Background: an optimization exercise with open tools, aiming at small area, a short achievable clock period and few clock cycles per item. Do not read the settings as production practice.
Function was checked by simulation only, so behaviour that the tests miss may differ from the original.

run A:
==> flow/design.v (excerpt) <==
module seven_segment_mux_scanner (
  input  logic                         clk_i,
  input  logic                         rst_ni,
  input  logic                         item_valid_i,
  output logic                         item_ready_o,
  input  logic                         item_req_type_i,
  input  logic [ssms_pkg::NumberW-1:0] item_number_i,
  input  logic [ssms_pkg::PointW-1:0]  item_point_index_i,
  output logic                         res_valid_o,
  input  logic                         res_ready_i,
  output logic [ssms_pkg::SegW-1:0]    res_segment_levels_o,
  output logic [ssms_pkg::EnableW-1:0] res_digit_enable_levels_o,
  output logic [ssms_pkg::PosW-1:0]    res_active_position_o,
  input  logic                         psel,
  input  logic                         penable,
  input  logic                         pwrite,
  input  logic [ssms_pkg::AddrW-1:0]   paddr,
  input  logic [ssms_pkg::DataW-1:0]   pwdata,
  output logic [ssms_pkg::DataW-1:0]   prdata,
  output logic                         pready
);
For scale: about 2,400 cells after synthesis, about 130 I/O pins, about 18,000 um^2 of cells after synthesis.
export LEC_CHECK = 0
export ABC_AREA = 1
export CAP_MARGIN = 20
export CORE_MARGIN = 2
export CORE_UTILIZATION = 40
export CTS_BUF_LIST = sky130_fd_sc_hd__clkbuf_16
export CTS_CLUSTER_DIAMETER = 100
export CTS_CLUSTER_SIZE = 20
export PLACE_DENSITY = 0.6
export SETUP_SLACK_MARGIN = 2.1
export SLEW_MARGIN = 20
create_clock -name core_clock -period 4.5 [get_ports {clk_i}]
standard.sh (not shown) runs the stock make flow with config.mk's settings and CLKGATE_MAP_FILE= SYNTH_SCRIPT=/design/flow/synth_recipe.tcl, a recipe that flattens the netlist after the stock synthesis.
==> flow/flow/run.sh <==
#!/bin/bash
# Layout flow: the standard flow (standard.sh) with two changes:
#  - ports are buffered with the cell named in flow/port_buffer.txt (when present)
#    instead of the cell the resizer picks by default; every port still gets a buffer;
#  - when flow/abc_map.script is present, the combinational logic of the standard
#    synthesis is re-mapped with that ABC script (same Yosys script otherwise). The
#    registers (names, count, cell types) are compared with the standard synthesis;
#    if they differ in any way the standard netlist is used unchanged.
# Each tool's output goes to a log file of its own in this folder.
set -uo pipefail
HERE=$(pwd)
RES=$HERE/orfs/results/$FLOW_PLATFORM/seven_segment_mux_scanner/base
EXTRA=()
if [[ -f flow/port_buffer.txt ]]; then
  EXTRA+=("BUFFER_PORTS_ARGS=-buffer_cell $(tr -d ' \n' < flow/port_buffer.txt)")
fi

bash standard.sh "${EXTRA[@]}" synth > $HERE/log_standard_synth.txt 2>&1 || exit 1
cp $RES/1_2_yosys.v $HERE/standard_1_2_yosys.v

# 2. the same synthesis with the ABC script replaced
if [[ -f flow/abc_map.script ]]; then
  MAKELINE=$(grep '^make ' standard.sh)
  {
    echo 'proc abc {args} {'
    echo '  set i [lsearch -exact $args -script]'
    echo "  if {\$i >= 0} { lset args [expr {\$i + 1}] $HERE/flow/abc_map.script }"
    echo '  yosys abc {*}$args'
    echo '}'
    cat synth_recipe.tcl
  } > $HERE/my_synth.tcl
  MYLINE=$(echo "$MAKELINE" | sed -e "s#WORK_HOME=[^ ]*#WORK_HOME=$HERE/orfs_my#" -e "s#SYNTH_SCRIPT=[^ ]*#SYNTH_SCRIPT=$HERE/my_synth.tcl#" -e 's#"\${@:-finish}"#synth#')
  eval "$MYLINE" > $HERE/log_my_synth.txt 2>&1
  MYRES=$HERE/orfs_my/results/$FLOW_PLATFORM/seven_segment_mux_scanner/base
  regs() { grep -E '^\s*sky130_fd_sc_hd__(df|edf|sdf|dl)[a-z0-9_]*\s' "$1" | awk '{print $1, $2}' | sed -E 's/_[0-9]+ / /' | sort; }
  if [[ -f $MYRES/1_2_yosys.v ]] && diff <(regs $HERE/standard_1_2_yosys.v) <(regs $MYRES/1_2_yosys.v) > $HERE/log_reg_diff.txt \
     && [[ $(regs $HERE/standard_1_2_yosys.v | wc -l) -gt 0 ]]; then
    echo "registers match; using the re-mapped netlist" > $HERE/log_choice.txt
    cp $MYRES/1_2_yosys.v $RES/1_2_yosys.v
    rm -f $RES/1_synth.odb $RES/1_synth.sdc
  else
    echo "registers differ; using the standard netlist" > $HERE/log_choice.txt
  fi
fi

# 3. the rest of the standard flow
bash standard.sh "${EXTRA[@]}" finish > $HERE/log_standard_finish.txt 2>&1
==> flow/flow/abc_map.script <==
strash
dch
map -D 1500
topo
stime -c
buffer -c
upsize -c
dnsize -c
==> flow/flow/port_buffer.txt <==
sky130_fd_sc_hd__buf_1
Run A: no failed stages, no open violations at the end
Testbench counts of run A, summed over its fixed seeds: cycles 9,792, items 9,600.
## Diff of input files: run B against run A
# run A
export LEC_CHECK = 0
export ABC_AREA = 1
export CAP_MARGIN = 20
export CORE_MARGIN = 2
export CORE_UTILIZATION = 40
export CTS_BUF_LIST = sky130_fd_sc_hd__clkbuf_16
export CTS_CLUSTER_DIAMETER = 100
export CTS_CLUSTER_SIZE = 20
export PLACE_DENSITY = 0.6
export SETUP_SLACK_MARGIN = 2.1
export SLEW_MARGIN = 20
create_clock -name core_clock -period 4.5 [get_ports {clk_i}]
# run B
export LEC_CHECK = 0
export ABC_AREA = 1
export CAP_MARGIN = 20
export CORE_MARGIN = 2
export CORE_UTILIZATION = 40
export CTS_BUF_LIST = sky130_fd_sc_hd__clkbuf_16
export CTS_CLUSTER_DIAMETER = 100
export CTS_CLUSTER_SIZE = 20
export PLACE_DENSITY = 0.6
export SETUP_SLACK_MARGIN = 2.2
export SLEW_MARGIN = 20
create_clock -name core_clock -period 4.5 [get_ports {clk_i}]
removed: flow/flow/abc_map.script
Notes after the runs:
When the final numbers for run A and run B were put side by side, the met2 track demand over resource turned out to be smaller in run B.
Row total stage count of the critical path: run B lower / run A higher
When the final numbers for run A and run B were put side by side, the share of the cycle needed by the critical path after routing turned out to be greater in run A.
Number of vias in the routed layout delta (run B − run A): unfavourable
Final-layout clock-cell area share of run B is on par with run A.
The area after synthesis reported for run B is greater than that of run A by 8.8%.
Die area: run B higher than run A
Wire: run B routes more than run A
Area added between synthesis and finish ended up 9.6 points lower on run B than on run A.
Input changes introduced in run C (baseline for comparison: run B):
# run B
export LEC_CHECK = 0
export ABC_AREA = 1
export CAP_MARGIN = 20
export CORE_MARGIN = 2
export CORE_UTILIZATION = 40
export CTS_BUF_LIST = sky130_fd_sc_hd__clkbuf_16
export CTS_CLUSTER_DIAMETER = 100
export CTS_CLUSTER_SIZE = 20
export PLACE_DENSITY = 0.6
export SETUP_SLACK_MARGIN = 2.2
export SLEW_MARGIN = 20
create_clock -name core_clock -period 4.5 [get_ports {clk_i}]
# run C
export LEC_CHECK = 0
export ABC_AREA = 1
export CAP_MARGIN = 20
export CORE_MARGIN = 2
export CORE_UTILIZATION = 40
export CTS_BUF_LIST = sky130_fd_sc_hd__clkbuf_16
export CTS_CLUSTER_DIAMETER = 100
export CTS_CLUSTER_SIZE = 20
export PLACE_DENSITY = 0.6
export SETUP_SLACK_MARGIN = 2.1
export SLEW_MARGIN = 20
create_clock -name core_clock -period 4.5 [get_ports {clk_i}]
Findings:
- Run C vs run B — actual slew at the worst max-slew pin dropped 0.024 ns.
- Run B and run C all finish clean.
- Diff run B -> run C: length of routed wiring on met1 saw an increase; highest clock rate -2.0%; total half-perimeter wirelength after legalization and detailed placement has remained practically unchanged.
- Run C against run B: average cell area after synthesis neither gained nor lost much, setup slack after layout lower, number of cells traversed by the worst register-to-register path rose by 2, first-iteration DRC count shows an increase of 5.8%.
diff inputs: run C => run D
# run C
export LEC_CHECK = 0
export ABC_AREA = 1
export CAP_MARGIN = 20
export CORE_MARGIN = 2
export CORE_UTILIZATION = 40
export CTS_BUF_LIST = sky130_fd_sc_hd__clkbuf_16
export CTS_CLUSTER_DIAMETER = 100
export CTS_CLUSTER_SIZE = 20
export PLACE_DENSITY = 0.6
export SETUP_SLACK_MARGIN = 2.1
export SLEW_MARGIN = 20
create_clock -name core_clock -period 4.5 [get_ports {clk_i}]
# run D
export LEC_CHECK = 0
export ABC_AREA = 1
export CAP_MARGIN = 20
export CORE_MARGIN = 2
export CORE_UTILIZATION = 40
export CTS_BUF_LIST = sky130_fd_sc_hd__clkbuf_16
export CTS_CLUSTER_DIAMETER = 100
export CTS_CLUSTER_SIZE = 20
export PLACE_DENSITY = 0.6
export SETUP_SLACK_MARGIN = 2.0
export SLEW_MARGIN = 20
create_clock -name core_clock -period 4.5 [get_ports {clk_i}]
Findings:
Run D reached the final stage; the timing, design-rule and antenna checks on its layout passed.
Of run D and run C, the run reporting the higher area added between synthesis and finish was run C.
As far as post-detailed-route via-to-cell ratio is concerned, run C and run D perform about the same.
Between run D and run C, the layout multi-input combinational cell count does not differ in any meaningful way.
For the data-path buffer share of cell area in the final layout, run D came in 0.35 points lower than run C did.
Per the comparison of run D with run C, time the worst path needs with I/O delays and setup increased by 0.028 ns relative to the old numbers; combined area of the multi-input logic cells shrank by 0.54%; number of global-route vias before repair shrank by 97; hold slack held steady.
Run D does worse than run C on worst path setup slack after routing.


== raven ==
seven_segment_mux_scanner, a different RTL version from the one above (not shown whole).
Size: about 2900 cells after synthesis, roughly 280 flip-flops, ~130 I/O pins.
clock: 4.5 ns
lec_check: 0
abc_area: 1
cap_margin: 20
core_margin: 2
core_utilization: 40
cts_buf_list: sky130_fd_sc_hd__clkbuf_16
cts_cluster_diameter: 100
cts_cluster_size: 20
place_density: 0.6
setup_slack_margin: 2.35
slew_margin: 20
Scripts as last shown in full above: flow/flow/run.sh, flow/flow/port_buffer.txt
Testbench counts of raven, summed over its fixed seeds: cycles 9,792, items 9,600.
Inputs modified between raven and xenon:
- swapping 2.35 for 2.15 in SETUP_SLACK_MARGIN
The final layout from xenon, which completed every stage, passed the timing, design-rule and antenna checks at the end of the flow.
xenon against raven: first-pass iteration count of the detailed router shows an increase of 2, global-route wire length before repair moved down, layout cell share with drive strength beyond 1 saw a decrease.
Looking at total length of routed wires across xenon and raven, the one that comes out higher is raven.
Between raven and xenon, the flow reports via count of the first global-routing pass decreasing slightly.
Side by side, achievable clock frequency turned out lower in xenon than in raven.
When the final numbers for xenon and raven were put side by side, the multi-input logic area turned out to be greater in raven.
[inputs] maple vs xenon
- SETUP_SLACK_MARGIN changed from 2.15 to 2.25
## What came out
For the critical path data arrival time, maple came in 60 ps lower than xenon did. Setup WNS xenon -> maple: better. Between xenon and maple, total length of routed met2 wires increased. Status: number of violations of the max-capacitance limit parity (maple, xenon). Compared with xenon, maple ends up with a larger final cell area.
Inputs modified between maple and violet:
- a change of CTS_CLUSTER_SIZE from 20 to 25
- a change of SETUP_SLACK_MARGIN from 2.25 to 2.2
- a change of CTS_CLUSTER_DIAMETER from 100 to 120
==> results.txt <==
- Shortest period the worst path allows is lower on maple
- Post-detailed-route via-to-cell ratio of maple is on par with violet.
- The insertion delay of the later-clocked pin in the worst-skew pair was comparable across maple and violet.
- Going from maple to violet, relative area change from synthesis to final layout shrinks by 2.5 points.
- NOTE: final worst setup slack in violet falls short of that of maple
- | wire length of the first global-routing pass | violet vs maple | better |
- Final cell count sits lower in violet than in maple.
- Clock-buffer cell count, maple and violet, higher one = maple.

port drivers added, routing unchanged:
No port has a modelled driver above. Below, the same layouts with a new extraction and two added sets of constraints.
Step 1 (the two cells are an assumption about what drives the block):
set clk [get_ports {clk_i}]
set_driving_cell -lib_cell sky130_fd_sc_hd__clkbuf_16 $clk
set_driving_cell -lib_cell sky130_fd_sc_hd__buf_2 [delete_from_list [all_inputs] $clk]
Step 2 moves the port delays by t, midway between the first and last clock arrival at a register: inputs arrive t later, outputs are due t later. That takes back most of the time a late clock gives input paths.
a / b / c = ideal / step 1 / step 2; a / b = the first two.
run | t, ns | setup WS [ns] | worst data-port slew with drivers (ns)
run A | 0.571 | 2.109 / 2.107 / 1.784 | 0.03
run B | 0.583 | 2.180 / 2.155 / 1.739 | 0.04
run C | 0.579 | 2.132 / 2.108 / 1.671 | 0.04
run D | 0.576 | 2.104 / 2.079 / 1.558 | 0.04
raven | 0.583 | 2.264 / 2.228 / 1.838 | 0.04
xenon | 0.570 | 2.180 / 2.157 / 1.758 | 0.04
maple | 0.571 | 2.237 / 2.189 / 1.901 | 0.06
violet | 0.552 | 2.204 / 2.172 / 1.838 | 0.04
After both steps every run listed still meets setup and hold. For run D, which loses most, drivers alone change the setup slack by -0.025 ns; drivers and shift together by -0.546 ns.
